Source: an optimization exercise on an open RTL-to-GDS flow (aim: small area, a short achievable clock period and few clock cycles per item). Production flows keep margins and buffers that such runs may drop.
The RTL was checked by simulation tests, not by an equivalence proof against the original design.
Power is estimated from default activity; no workload was simulated.

==> flow/design.v (outline; a module is shown in full before it is edited, if it fits) <==
// module mb_digit_enc: 8 lines
// module mb_pp_sel: 18 lines
// module mb_fa: 10 lines
// module mb_ha: 9 lines
// module mb_booth_mult32: 1775 lines
module mb_booth_mult32 (
    input  logic          clk,
    input  logic          rst,
    input  logic          in_valid,
    input  logic [mb_pkg::N-1:0]  a,
    input  logic [mb_pkg::N-1:0]  b,
    output logic          out_valid,
    output logic [63:0]   product
);
  // ...
==> flow/run.sh <==
#!/bin/bash
# synth_recipe.tcl (not shown) runs the flow's synth.tcl, then flattens the netlist and writes it again
# the make line also repeats each setting of config.mk as NAME=value (left out here)
make -C /OpenROAD-flow-scripts/flow DESIGN_CONFIG=/design/flow/config.mk WORK_HOME=/design/flow/orfs CLKGATE_MAP_FILE= SYNTH_SCRIPT=/design/flow/synth_recipe.tcl finish
==> flow/config.mk <==
export PLATFORM = sky130hd
export DESIGN_NAME = mb_booth_mult32
export DESIGN_NICKNAME = mb_booth_mult32
export VERILOG_FILES = /design/flow/design.v
export SDC_FILE = /design/flow/constraint.sdc
export NUM_CORES = 4
export LEC_CHECK = 0
export CAP_MARGIN = 50
export CORE_MARGIN = 2
export CORE_UTILIZATION = 40
export SLEW_MARGIN = 70
export SYNTH_HIERARCHICAL = 1
==> flow/constraint.sdc <==
create_clock -name core_clock -period 10.0 [get_ports {clk}]
set_input_delay 2.0000 -clock core_clock [delete_from_list [all_inputs] [get_ports {clk}]]
set_output_delay 2.0000 -clock core_clock [all_outputs]
set_load 0.01 [all_outputs]
==> flow_summary.yaml, run 1 <==
pwr:
  swShare: 0.490
  seq-power_mw: 1.89
  power.density_mw_per_mm2: 373
  seqPwrFrac: 0.149
finish:
  seq_area_mm2: 0.00569
  clk_share: 0.0365
  multiInputGateArea_mm2: 0.0223
  fillerInstances: 6511
  multi_input_area_share: 0.657
global_route:
  grt_pass1_vias: 25000
floorplan:
  die_area_mm2: 0.0755
  tap_cells: 959
route:
  route.met2.wl_um: 45700
  drc: 0
  num_vias: 23500
timing:
  fin_crit_ps: 3840
placement:
  place_area_mm2: 0.0325
  placed_cells: 3707
  pre_cts_ws_ps: 6080
  port_buffers: 131
  gp_congestion: 0.933
worst_hold_path:
  hold_depth: 1
critical_path:
  worst-r2r-cell-count: 13
  cp_num_buf_inv: 0
  start_kind: "register"
  rr_startpoint: "r1_35_0"
yosys:
  synth_edf_count: 0
  syn_area_per_cell_um2: 10.3
  synth_compound_area_frac: 0.192
  ys_seq_elements: 277
cts:
  clk_latency_ps: 570
status:
  status: "complete, no violations"
Testbench counts, summed over its fixed seeds: cycles 160,016, items 160,000.
==> inputs of run 2 (changes only) <==
--- a/flow/config.mk
+++ b/flow/config.mk
@@ -7,6 +7,7 @@
 export LEC_CHECK = 0
-export CAP_MARGIN = 50
+export CAP_MARGIN = 40
 export CORE_MARGIN = 2
-export CORE_UTILIZATION = 40
-export SLEW_MARGIN = 70
+export CORE_UTILIZATION = 65
+export PLACE_DENSITY = 0.75
+export SLEW_MARGIN = 50
 export SYNTH_HIERARCHICAL = 1
==> flow_summary.yaml, run 2 <==
critical_path:
  path_cells: "buf_4 -> a22oi_1 -> xnor2_1 -> fa_1 -> fa_1 -> fa_1 -> fa_1 -> fa_1"
  crit_type: "register to register"
  crit_cells: 8
  rr_startpoint: "digit_q[6]"
  cp_slowest_stage_delay_ps: 700
  r2r_slack_ps: 5870
  crit_family: "adder cells"
  worstSetupEndpoint: "r1_24_1"
  crit_top_cell: "fa_1"
  cp-end-kind: "register"
  cp_slowest_cell: "dfxtp_1"
  start_kind: "register"
  path_max_fanout: 20
  rr_endpoint: "r1_24_1"
  cp_num_buf_inv: 1
  cp-startpoint: "digit_q[6]"
  arrival_ps: 4550
  worst-r2r-cell-count: 8
  crit_required_ps: 10420
yosys:
  ys_seq_elements: 277
  synth_cell_types: 71
  synth_top_area_frac: 0.294
  synth_edf_count: 0
  yosys-top-cells-count: "xnor2_1, a22oi_1, fa_1"
  yosysMostFrequentCell: "xnor2_1"
  synth_top_flop_cell: "dfxtp_1"
  syn_area_per_cell_um2: 10.3
  synth_top_cell_by_area: "fa_1"
  ys_top_cells_by_area: "fa_1, dfxtp_1, xnor2_1"
  async_reset_ff_frac: 0
  synthCells: 2842
  yosys_warnings: 9
  ys_seq_area_frac: 0.189
  syn_area_mm2: 0.0293
cts:
  post-cts-setup-buffers: 0
  clock_path_buffers: 3
  cts_tree: "yes"
  ctsHoldBuffers: 0
  clk_latency_ps: 590
  cts_root_buffer: "clkbuf_16"
  ctsHtreeMaxLevel: 2
  cts_buffers: 36
  cts_resized: 0
  cts_sinks: 277
  clk_pin_slew_worst_paths_ps: 50
route:
  drt-initial-drc-count: 3601
  wl_per_cell_um: 29.4
  wl_um: 98400
  drtAntennaViolNets: 0
  viasPerCell: 7.19
  drt-pass1-iter-count: 12
  drc: 0
  num_vias: 24100
floorplan:
  start_util: 0.661
  die_area_mm2: 0.0468
  die_w_um: 216
  chipHeight_um: 216
  io_pins: 132
  core_mm2: 0.0443
  rows: 77
timing:
  fin_skew_ps: 32.9
  finalSetupTns_ps: 0
  slew_violations: 0
  rsz0062_at_grt: "no"
  timing.slew.headroom: 0.478
  tightestPinTransition_ps: 783
  fmax_mhz: 242
  fin_crit_ps: 4130
  fin_hold_ws_ps: 444
  post-route-period-util: 0.413
  finalSetupViolations: 0
  finalHoldViolations: 0
  fin_ws_ps: 5870
pwr:
  power.density_mw_per_mm2: 396
  swShare: 0.496
  seqPwrFrac: 0.161
  combinationalPowerShare: 0.733
  internal_power_mw: 6.35
  ir_drop_mv: 0.253
  p_clk_frac: 0.106
  switching_power_mw: 6.26
  leakage_nw: 11.7
  power_mw: 12.6
finish:
  final_cell_mix: "xnor2_1, a22oi_1, fa_1, dfxtp_1, clkdlybuf4s50_1"
  top_regs: "product_q: 64 flops, digit_q: 48 flops, b_q: 32 flops"
  mostFrequentLayoutCell: "xnor2_1"
  regMostFlops: "product_q"
  final_nets: 3330
  largest_reg_flops: 64
  syn2layout_area_growth_pct: 8.62
  seq_area_mm2: 0.00571
  drive_above_1_share: 0.0726
  multiInputGateArea_mm2: 0.0223
  fillerInstances: 3244
placement:
  gp_congestion: 0.962
  pre_cts_ws_ps: 5980
  dp_hpwl_um: 59600
  port_buffers: 131
global_route:
  grt_usage: 0.418
  grt.overflow.total: 0
  grt_max_degree: 58
  antenna_found_initial: 6
  grt_pass1_wl_um: 148000
  grt_pass1_vias: 25400
status:
  status: "complete, no violations"
run:
  max-cap-violations: 0
worst_hold_path:
  hold_class: "register to register"
run 2: cell counts after synthesis:
Identical to the previous run, type by type.
run 2: worst min-delay path by stage:
stage / start / end / cells after the start
floorplan: digit_q[2] / r1_0_0 / 0
global placement: product_q[31] / product_q[31] / 2
detailed placement: product_q[44] / product_q[44] / 2
CTS: product_q[44] / product_q[44] / 2
global route: product_q[44] / product_q[44] / 2
finish: product_q[44] / product_q[44] / 2
run 2: power by group through the flow:
stage,combinational [mW],sequential (mW),clock [mW]
global placement,8.66,2.01,0
floorplan,6.28,1.81,0
finish,9.25,2.03,1.34
global route,10.1,2.04,1.39
detailed placement,8.94,2.02,0
CTS,9.00,1.99,1.35
run 2: per-layer routing:
| layer | part of all wire | global-route usage |
|---|---|---|
| met5 | 0.00033 | 0.00938 |
| met4 | 0.060 | 0.216 |
| met3 | 0.16 | 0.180 |
| met2 | 0.42 | 0.609 |
| met1 | 0.37 | 0.530 |
run 2: cells by family after synthesis:
| group | count (synthesis) | synth area share |
|---|---|---|
| AOI/OAI and AO/OA | 765 | 0.192 |
| xor gates and xnor gates | 597 | 0.178 |
| adders and majority gates | 534 | 0.338 |
| buffers and inverters | 377 | 0.0508 |
| DFF | 277 | 0.189 |
| muxes | 25 | 0.00854 |
| other | 1 | 0.000128 |
| and+or+nand+nor | 266 | 0.0428 |
run 2: cell type report:
class / count / area share
Multi-Input combinational cell: 2190 / 0.700
Sequential cell: 277 / 0.179
Timing Repair Buffer: 176 / 0.0530
Clock buffer: 46 / 0.0314
Tap cell: 592 / 0.0233
Clock inverter: 18 / 0.00688
Inverter: 48 / 0.00566
Antenna cell: 3 / 0.000236
run 2: stage by stage:
stage	std cells	utilization	area [um^2]
after floorplan	2844	-	29300
after global placement	3282	0.687	30500
after detailed placement	3282	0.689	30600
after CTS	3346	0.717	31800
after global routing	3347	0.718	31800
final	3350	0.718	31800
run 2: per-module statistics from Yosys (local to each module, per instance):
module | copies in the design | area (um^2)
mb_fa | 431 | 20.0
mb_booth_mult32 | 1 | 19600
mb_digit_enc | 16 | 38.8
mb_ha | 36 | 12.5
run 2: tightest hold or removal path, cell delays in order (launching register included):
cell	delay, ps
dfxtp_1	300
nand2_1	50
o21ai_1	50
==> inputs of run 3 (changes only) <==
--- a/flow/config.mk
+++ b/flow/config.mk
@@ -7,3 +7,3 @@
 export LEC_CHECK = 0
-export CAP_MARGIN = 40
+export CAP_MARGIN = 20
 export CORE_MARGIN = 2
@@ -11,3 +11,3 @@
 export PLACE_DENSITY = 0.75
-export SLEW_MARGIN = 50
+export SLEW_MARGIN = 20
 export SYNTH_HIERARCHICAL = 1
==> flow_summary.yaml, run 3 <==
run:
  max-cap-violations: 0
cts:
  post-cts-setup-buffers: 0
  clk_pin_slew_worst_paths_ps: 60
  clock_path_buffers: 3
  ctsHtreeMaxLevel: 2
  ctsHoldBuffers: 0
  cts_tree: "yes"
  cts_resized: 0
  clk_latency_ps: 580
  cts_buffers: 34
  cts_root_buffer: "clkbuf_16"
  cts_sinks: 277
yosys:
  synth_top_family_by_area: "adder cells"
  yosys_warnings: 9
  synthAdderAreaFrac: 0.338
  ys_top_cells_by_area: "fa_1, dfxtp_1, xnor2_1"
  synthMuxAreaShare: 0.00854
  synth_edf_count: 0
  synth_top_cell_by_area: "fa_1"
  ys_seq_elements: 277
  ys_seq_area_frac: 0.189
  async_reset_ff_frac: 0
  synth_xor_area_frac: 0.178
  syn_area_per_cell_um2: 10.3
  yosys-top-cells-count: "xnor2_1, a22oi_1, fa_1"
  synth_compound_area_frac: 0.192
  yosysMostFrequentCell: "xnor2_1"
  synth_cell_types: 71
  syn_area_mm2: 0.0293
  synth-simple-area-share: 0.0428
  synth_top_flop_cell: "dfxtp_1"
  synth_top_area_frac: 0.294
  synthCells: 2842
timing:
  fmax_mhz: 236
  timing.slew.headroom: 0.232
  finalSetupViolations: 0
  slew_violations: 0
  finalSetupTns_ps: 0
  fin_ws_ps: 5770
  post-route-period-util: 0.423
  rsz0062_at_grt: "no"
  finalHoldViolations: 0
  fin_skew_ps: 33.1
  fin_crit_ps: 4230
  tightestPinTransition_ps: 1150
placement:
  dp_hpwl_um: 59500
  gp_congestion: 0.962
  port_buffers: 131
  place_area_mm2: 0.0305
  pre_cts_ws_ps: 5960
critical_path:
  start_kind: "register"
  cp-end-kind: "register"
  cp_slowest_stage_delay_ps: 1090
  crit_type: "register to register"
  path_max_fanout: 32
  arrival_ps: 4650
  path_cells: "a22oi_1 -> xnor2_1 -> fa_1 -> fa_1 -> fa_1 -> fa_1 -> fa_1"
  cp_slowest_cell: "dfxtp_2"
  crit_top_cell: "fa_1"
  crit_required_ps: 10420
floorplan:
  chipHeight_um: 216
  core_mm2: 0.0443
  die_w_um: 216
  die_area_mm2: 0.0468
  start_util: 0.661
  io_pins: 132
  rows: 77
global_route:
  antenna_found_initial: 5
  grt.overflow.total: 0
  met1_usage: 0.532
  grt_pass1_vias: 25400
  grt_pass1_wl_um: 148000
  grt_usage: 0.418
  use_met3: 0.168
  grt_use_met2: 0.614
  top_usage_layer: "met2"
  grt_max_degree: 58
finish:
  finish.instance_area_mm2: 0.0316
  mostFrequentLayoutCell: "xnor2_1"
  regMostFlops: "product_q"
  top_regs: "product_q: 64 flops, digit_q: 48 flops, b_q: 32 flops"
  largest_reg_flops: 64
  final_cell_mix: "xnor2_1, a22oi_1, fa_1, dfxtp_1, clkdlybuf4s50_1"
  drive_above_1_share: 0.0709
  final_nets: 3327
  syn2layout_area_growth_pct: 7.89
worst_hold_path:
  hold_class: "register to register"
route:
  wl_per_cell_um: 29.3
  drc: 0
  wl_um: 98200
  drt-initial-drc-count: 3416
  num_vias: 23800
  viasPerCell: 7.12
  drt-pass1-iter-count: 8
  drtAntennaViolNets: 0
pwr:
  ir_drop_mv: 0.239
  power.density_mw_per_mm2: 396
  power_mw: 12.5
  leakage_nw: 11.6
status:
  status: "complete, no violations"
==> run 3: changes by cell type in the layout (fill, tap and decap cells not counted), sizes merged <==
cell,previous run,this run
inv,51,48
clkbuf,46,48
buf,46,45
bufinv,3,2
clkinvlp,5,4
==> run 3: routing by layer <==
layer  share of wire  vias to the layer above  routed length (um)
met3            0.16                      509               15600
met5         0.00024                        -                  24
met2            0.42                     2160               41300
met1            0.36                    11600               35800
met4           0.056                        4                5480
li1                -                     9550                   -
==> run 3: through the flow <==
step	std cells	hold slack [ps]	utilization
after floorplan	2844	329	-
after global placement	3282	435	0.687
after detailed placement	3282	441	0.687
after CTS	3343	449	0.713
after global routing	3344	466	0.713
final	3346	444	0.714
==> run 3: kinds of logic after synthesis <==
logic type               count (synthesis)
AO/OA/AOI/OAI                          765
buffers and inverters                  377
XOR/XNOR                               597
multiplexers                            25
adder cells (fa/ha/maj)                534
flip-flops                             277
other                                    1
AND/OR/NAND/NOR                        266
==> run 3: report_power, final <==
| group | switching (mW) | internal [mW] |
|---|---|---|
| sequential | 0.410 | 1.62 |
| combinational | 5.29 | 3.94 |
| clock | 0.525 | 0.742 |
| total | 6.22 | 6.30 |
==> run 3: final cells by class <==
class                      count  area (um^2)
antenna                        3         7.51
clock buffer                  48          973
timing repair buffer         175         1640
inverter                      48          180
multi-input combinational   2190        22300
fill                        3253        12700
sequential                   277         5620
tap                          592          741
clock inverter                13          184
==> run 3: worst paths after layout <==
path                                     from             to  slack (ps)  cells past startpoint
worst max-delay path                  b_q[13]        r1_25_1        5770                      7
worst min-delay path            product_q[44]  product_q[44]         440                      2
worst max register to register        b_q[13]        r1_25_1        5770                      7
worst min register to register  product_q[44]  product_q[44]         440                      2
==> run 3: worst max-delay path, delay by kind of cell, from the launching register on <==
family                     cells  cell delay [ps]
AOI/OAI and AO/OA              1              270
xor gates and xnor gates       1              230
adders and majority gates      5             2440
DFF                            1             1090
==> run 3: per-module statistics from Yosys (local to each module, per instance) <==
| module | area (um^2) | copies in the design | flops+latches |
|---|---|---|---|
| mb_digit_enc | 38.8 | 16 | 0 |
| mb_fa | 20.0 | 431 | 0 |
| mb_ha | 12.5 | 36 | 0 |
| mb_booth_mult32 | 19600 | 1 | 277 |
==> inputs of run 4 (changes only) <==
--- a/flow/config.mk
+++ b/flow/config.mk
@@ -9,4 +9,3 @@
 export CORE_MARGIN = 2
-export CORE_UTILIZATION = 65
-export PLACE_DENSITY = 0.75
+export CORE_UTILIZATION = 40
 export SLEW_MARGIN = 20
==> flow_summary.yaml, run 4 <==
yosys:
  ys_seq_elements: 277
  ys_seq_area_frac: 0.189
  synth_top_cell_by_area: "fa_1"
  synth_cell_types: 71
  synth_edf_count: 0
  yosys_warnings: 9
  syn_area_per_cell_um2: 10.3
  async_reset_ff_frac: 0
  synthCells: 2842
  synth_top_area_frac: 0.294
  yosys-top-cells-count: "xnor2_1, a22oi_1, fa_1"
  ys_top_cells_by_area: "fa_1, dfxtp_1, xnor2_1"
  syn_area_mm2: 0.0293
  synth_top_flop_cell: "dfxtp_1"
  yosysMostFrequentCell: "xnor2_1"
route:
  drt-pass1-iter-count: 6
  viasPerCell: 6.26
  wl_um: 104000
  num_vias: 23300
  drtAntennaViolNets: 0
  drc: 0
  drt-initial-drc-count: 2696
  wl_per_cell_um: 27.9
global_route:
  grt_pass1_wl_um: 155000
  grt_usage: 0.273
  grt.overflow.total: 0
  grt_pass1_vias: 24900
  grt_max_degree: 51
  antenna_found_initial: 2
finish:
  antenna_cells: 0
  fillerInstances: 6771
  final_cell_mix: "xnor2_1, a22oi_1, fa_1, dfxtp_1, clkdlybuf4s50_1"
  mostFrequentLayoutCell: "xnor2_1"
  final_nets: 3335
  syn2layout_area_growth_pct: 9.77
  regMostFlops: "product_q"
  largest_reg_flops: 64
  final_util: 0.442
  top_regs: "product_q: 64 flops, digit_q: 48 flops, b_q: 32 flops"
  finish.instance_area_mm2: 0.0322
  seq_area_mm2: 0.00561
  drive_above_1_share: 0.0724
  multiInputGateArea_mm2: 0.0223
floorplan:
  rows: 99
  die_area_mm2: 0.0755
  core_mm2: 0.0727
  die_w_um: 275
  chipHeight_um: 275
  start_util: 0.403
  io_pins: 132
critical_path:
  crit_type: "register to register"
  path_cells: "a22oi_1 -> xnor2_1 -> fa_1 -> fa_1 -> fa_1 -> fa_1 -> fa_1"
  cp_slowest_stage_delay_ps: 1070
  cp_slowest_cell: "dfxtp_2"
  crit_required_ps: 10440
  arrival_ps: 4590
  cp-end-kind: "register"
  path_max_fanout: 32
  start_kind: "register"
  crit_top_cell: "fa_1"
cts:
  ctsHoldBuffers: 0
  clock_path_buffers: 3
  cts_buffers: 35
  ctsHtreeMaxLevel: 2
  cts_sinks: 277
  clk_latency_ps: 560
  cts_resized: 0
  clk_pin_slew_worst_paths_ps: 60
  cts_root_buffer: "clkbuf_16"
  post-cts-setup-buffers: 0
  cts_tree: "yes"
placement:
  port_buffers: 131
  dp_hpwl_um: 64200
  place_area_mm2: 0.0310
  gp_congestion: 0.933
timing:
  rsz0062_at_grt: "no"
  fin_skew_ps: 23.2
  fin_crit_ps: 4150
  slew_violations: 0
  finalSetupViolations: 0
  post-route-period-util: 0.415
  tightestPinTransition_ps: 1120
  finalHoldViolations: 0
  timing.slew.headroom: 0.253
  fmax_mhz: 241
  finalSetupTns_ps: 0
status:
  status: "complete, no violations"
run:
  max-cap-violations: 0
pwr:
  power.density_mw_per_mm2: 388
  ir_drop_mv: 0.228
  power_mw: 12.5
  leakage_nw: 11.7
worst_hold_path:
  hold_class: "register to register"
[run 4: cell counts after synthesis]
No cell type changed its count.
[run 4: per-module statistics from Yosys (local to each module, per instance)]
module | area [um^2] | flip-flops and latches
mb_fa | 20.0 | 0
mb_digit_enc | 38.8 | 0
mb_booth_mult32 | 19600 | 277
mb_ha | 12.5 | 0
[run 4: cells by family (layout without fill, tap and decap cells)]
kind of cell	Yosys count	count (layout)	synth area share
compound gates	765	765	0.192
xor+xnor	597	597	0.178
fa+ha+maj	534	534	0.338
buf+inv	377	294	0.0508
flops	277	277	0.189
mux	25	25	0.00854
other cells	1	3	0.000128
simple gates	266	266	0.0428
[run 4: where the power goes]
group	internal, mW	total (mW)	switching (mW)
sequential	1.62	1.98	0.364
clock	0.809	1.33	0.524
combinational	3.91	9.17	5.26
[run 4: layer usage]
layer,GRT usage,vias to the layer above,routed length [um],share of wire
li1,-,9563,-,-
met1,0.360,11600,40600,0.39
met2,0.411,1783,44700,0.43
met3,0.0869,360,13900,0.13
met4,0.115,0,4530,0.044
met5,0,-,0,0
[run 4: per-stage QoR]
step / hold slack, ps / instances / setup slack (ps)
global placement: 434 / 3656 / 5990
finish: 449 / 3720 / 5850
detailed placement: 442 / 3656 / 5980
CTS: 458 / 3720 / 5970
floorplan: 329 / 2844 / 6320
global route: 476 / 3720 / 5690
[run 4: worst paths after layout]
check | slack (ps) | start | depth (start not counted) | endpoint
setup / recovery | 5850 | b_q[21] | 7 | r1_39_1
hold / removal | 450 | product_q[27] | 2 | product_q[27]
setup reg to reg | 5850 | b_q[21] | 7 | r1_39_1
hold reg to reg | 450 | product_q[27] | 2 | product_q[27]
[run 4: worst max-delay path, delay by kind of cell, from the launching register on]
kind	cells	cell delay, ps
flops	1	1070
xor+xnor	1	290
compound gates	1	250
fa+ha+maj	5	2390
[run 4: cell type report]
cell class,count,area share
multi-input cells,2190,0.693
flip-flops and latches,277,0.174
repair buffers,182,0.0525
well taps,959,0.0373
clock buffers,48,0.0310
clock inverters,16,0.00669
inverters,48,0.00560
==> inputs of run 5 (changes only) <==
==> flow/flow/run.sh (new file) <==
#!/bin/bash
set -euo pipefail
cd "$(dirname "$0")/.."
MARGIN=$(cat flow/setup_margin.txt)
bash standard.sh SETUP_SLACK_MARGIN="$MARGIN" finish > flow_standard.log 2>&1
==> flow/flow/setup_margin.txt (new file) <==
6.4
==> flow/standard.sh (new file) <==
#!/bin/bash
# synth_recipe.tcl (not shown) runs the flow's synth.tcl, then flattens the netlist and writes it again
# the make line also repeats each setting of config.mk as NAME=value (left out here)
make -C /OpenROAD-flow-scripts/flow DESIGN_CONFIG=/design/flow/config.mk WORK_HOME=/design/flow/orfs CLKGATE_MAP_FILE= SYNTH_SCRIPT=/design/flow/synth_recipe.tcl "${@:-finish}"
removed: flow/run.sh
==> flow_summary.yaml, run 5 <==
route:
  wl_um: 120000
  wl_per_cell_um: 30.9
  drt-initial-drc-count: 3516
  viasPerCell: 6.42
  drc: 0
  drt-pass1-iter-count: 8
  num_vias: 24900
  drtAntennaViolNets: 0
pwr:
  power.density_mw_per_mm2: 378
  seqPwrFrac: 0.142
  leakage_nw: 13.2
  power_mw: 13.5
  swShare: 0.486
  internal_power_mw: 6.93
  switching_power_mw: 6.54
  p_clk_frac: 0.106
  combinationalPowerShare: 0.752
  ir_drop_mv: 0.318
placement:
  port_buffers: 131
  placed_cells: 3650
  pre_cts_ws_ps: 5960
  gp_congestion: 0.898
  dp_hpwl_um: 64000
  place_area_mm2: 0.0309
cts:
  cts_buffers: 36
  ctsHoldBuffers: 0
  cts_root_buffer: "clkbuf_16"
  clk_pin_slew_worst_paths_ps: 60
  cts_tree: "yes"
  clock_path_buffers: 3
  clk_latency_ps: 590
  ctsHtreeMaxLevel: 2
  cts_sinks: 277
yosys:
  async_reset_ff_frac: 0
  yosysMostFrequentCell: "xnor2_1"
  synth_cell_types: 71
  synthCells: 2842
  synth_top_flop_cell: "dfxtp_1"
  synth_edf_count: 0
  syn_area_mm2: 0.0293
  ys_seq_area_frac: 0.189
  ys_top_cells_by_area: "fa_1, dfxtp_1, xnor2_1"
  yosys_warnings: 9
  syn_area_per_cell_um2: 10.3
  synth_top_area_frac: 0.294
  synth_top_cell_by_area: "fa_1"
  yosys-top-cells-count: "xnor2_1, a22oi_1, fa_1"
  ys_seq_elements: 277
critical_path:
  path_max_fanout: 8
  crit_family: "adder cells"
  crit_type: "register to register"
  cp_slowest_cell: "fa_1"
  crit_top_cell: "fa_1"
  path_cells: "buf_6 -> a22oi_1 -> xnor2_1 -> fa_1 -> fa_1 -> fa_1 -> fa_1 -> fa_1"
  cp-end-kind: "register"
  start_kind: "register"
  crit_required_ps: 10410
  cp_slowest_stage_delay_ps: 540
  cp_num_buf_inv: 1
  arrival_ps: 4080
finish:
  fillerInstances: 6368
  top_regs: "product_q: 64 flops, digit_q: 48 flops, b_q: 32 flops"
  final_cell_mix: "xnor2_1, a22oi_1, fa_1, dfxtp_1, clkdlybuf4s50_1"
  mostFrequentLayoutCell: "xnor2_1"
  final_util: 0.491
  multiInputGateArea_mm2: 0.0225
  final_nets: 3489
  finish.instance_area_mm2: 0.0357
  seq_area_mm2: 0.00576
  finalNonFillerCells: 3876
  regMostFlops: "product_q"
  drive_above_1_share: 0.143
  largest_reg_flops: 64
  syn2layout_area_growth_pct: 21.7
timing:
  finalHoldViolations: 0
  fin_hold_ws_ps: 434
  fin_crit_ps: 3670
  slew_violations: 0
  finalSetupTns_ps: 0
  fin_skew_ps: 47.1
  fin_ws_ps: 6330
  finalSetupViolations: 0
  timing.slew.headroom: 0.491
  post-route-period-util: 0.367
  tightestPinTransition_ps: 764
  rsz0062_at_grt: "yes"
  fmax_mhz: 272
global_route:
  antenna_found_initial: 7
  grt.overflow.total: 0
  grt_pass1_wl_um: 165000
  grt_usage: 0.296
  grt_pass1_vias: 25400
  grt_max_degree: 58
floorplan:
  die_area_mm2: 0.0755
  core_mm2: 0.0727
  rows: 99
  die_w_um: 275
  chipHeight_um: 275
  io_pins: 132
  start_util: 0.403
run:
  max-cap-violations: 0
worst_hold_path:
  hold_class: "register to register"
status:
  status: "complete, no violations"
==> run 5: cell counts after synthesis <==
Identical to the previous run, type by type.
==> run 5: power by group through the flow <==
| stage | registers [mW] | logic [mW] | clock network, mW |
|---|---|---|---|
| detailed placement | 2.03 | 8.96 | 0 |
| global placement | 2.02 | 8.78 | 0 |
| global route | 1.93 | 11.0 | 1.50 |
| CTS | 1.96 | 9.38 | 1.46 |
| finish | 1.91 | 10.1 | 1.43 |
| floorplan | 1.81 | 6.28 | 0 |
==> run 5: final timing paths <==
check	depth (start not counted)	startpoint	end	slack [ps]
setup / recovery	8	b_q[16]	r1_25_1	6330
hold / removal	1	v0_q	v1_q	430
setup reg to reg	8	b_q[16]	r1_25_1	6330
hold reg to reg	1	v0_q	v1_q	430
==> run 5: area by class of cell <==
cell class | instances | share of cell area
multi-input cells | 2190 | 0.632
flip-flops and latches | 277 | 0.161
repair buffers | 335 | 0.131
well taps | 959 | 0.0336
clock buffers | 46 | 0.0289
clock inverters | 20 | 0.00817
inverters | 48 | 0.00505
diodes | 1 | 0.0000701
==> run 5: routing by layer <==
metal / up-vias / GRT usage / share of wire / wire [um]
li1: 9888 / - / - / -
met1: 12200 / 0.372 / 0.36 / 43400
met2: 2179 / 0.444 / 0.42 / 50000
met3: 578 / 0.112 / 0.15 / 18000
met4: 10 / 0.153 / 0.069 / 8240
met5: - / 0 / 0.00080 / 96
==> run 5: repair_timing <==
action,in CTS,in global routing
resized for setup,110,121
pin swaps,6,26
setup endpoints to repair,79,59
gates cloned,0,13
setup buffers,41,105
==> run 5: cell families (layout without fill, tap and decap cells) <==
| family | count (synthesis) | count (layout) | share of synthesized area |
|---|---|---|---|
| xor+xnor | 597 | 597 | 0.178 |
| buf+inv | 377 | 449 | 0.0508 |
| fa+ha+maj | 534 | 534 | 0.338 |
| compound gates | 765 | 765 | 0.192 |
| other cells | 1 | 4 | 0.000128 |
| mux | 25 | 25 | 0.00854 |
| simple gates | 266 | 266 | 0.0428 |
| flops | 277 | 277 | 0.189 |
==> run 5: modules after synthesis, one instance, submodules excluded <==
module	flops+latches	times used	area, um^2	cells inside
mb_fa	0	431	20.0	1
mb_digit_enc	0	16	38.8	5
mb_ha	0	36	12.5	1
mb_booth_mult32	277	1	19600	2295

[separate check: timing with driven ports]
No port has a modelled driver above. Below, the same layouts with a new extraction and two added sets of constraints. Step 1 assumes that a clkbuf_16 drives the clock port and a buf_2 every other input. Step 2 moves the port delays by t, midway between the first and last clock arrival at a register: inputs arrive t later, outputs are due t later. That takes back most of the time a late clock gives input paths. Three values: no drivers, after step 1, after step 2; two values: the first two.
run | t, ns | slack for setup (ns) | pins driven straight from the clock port
run 1 | 0.623 | 6.159 / 6.159 / 6.159 | 1
run 2 | 0.633 | 5.871 / 5.871 / 5.871 | 1
run 3 | 0.631 | 5.771 / 5.771 / 5.771 | 1
run 4 | 0.611 | 5.848 / 5.848 / 5.848 | 1
run 5 | 0.631 | 6.329 / 6.329 / 6.329 | 1
After both steps setup and hold are still met in every run listed.
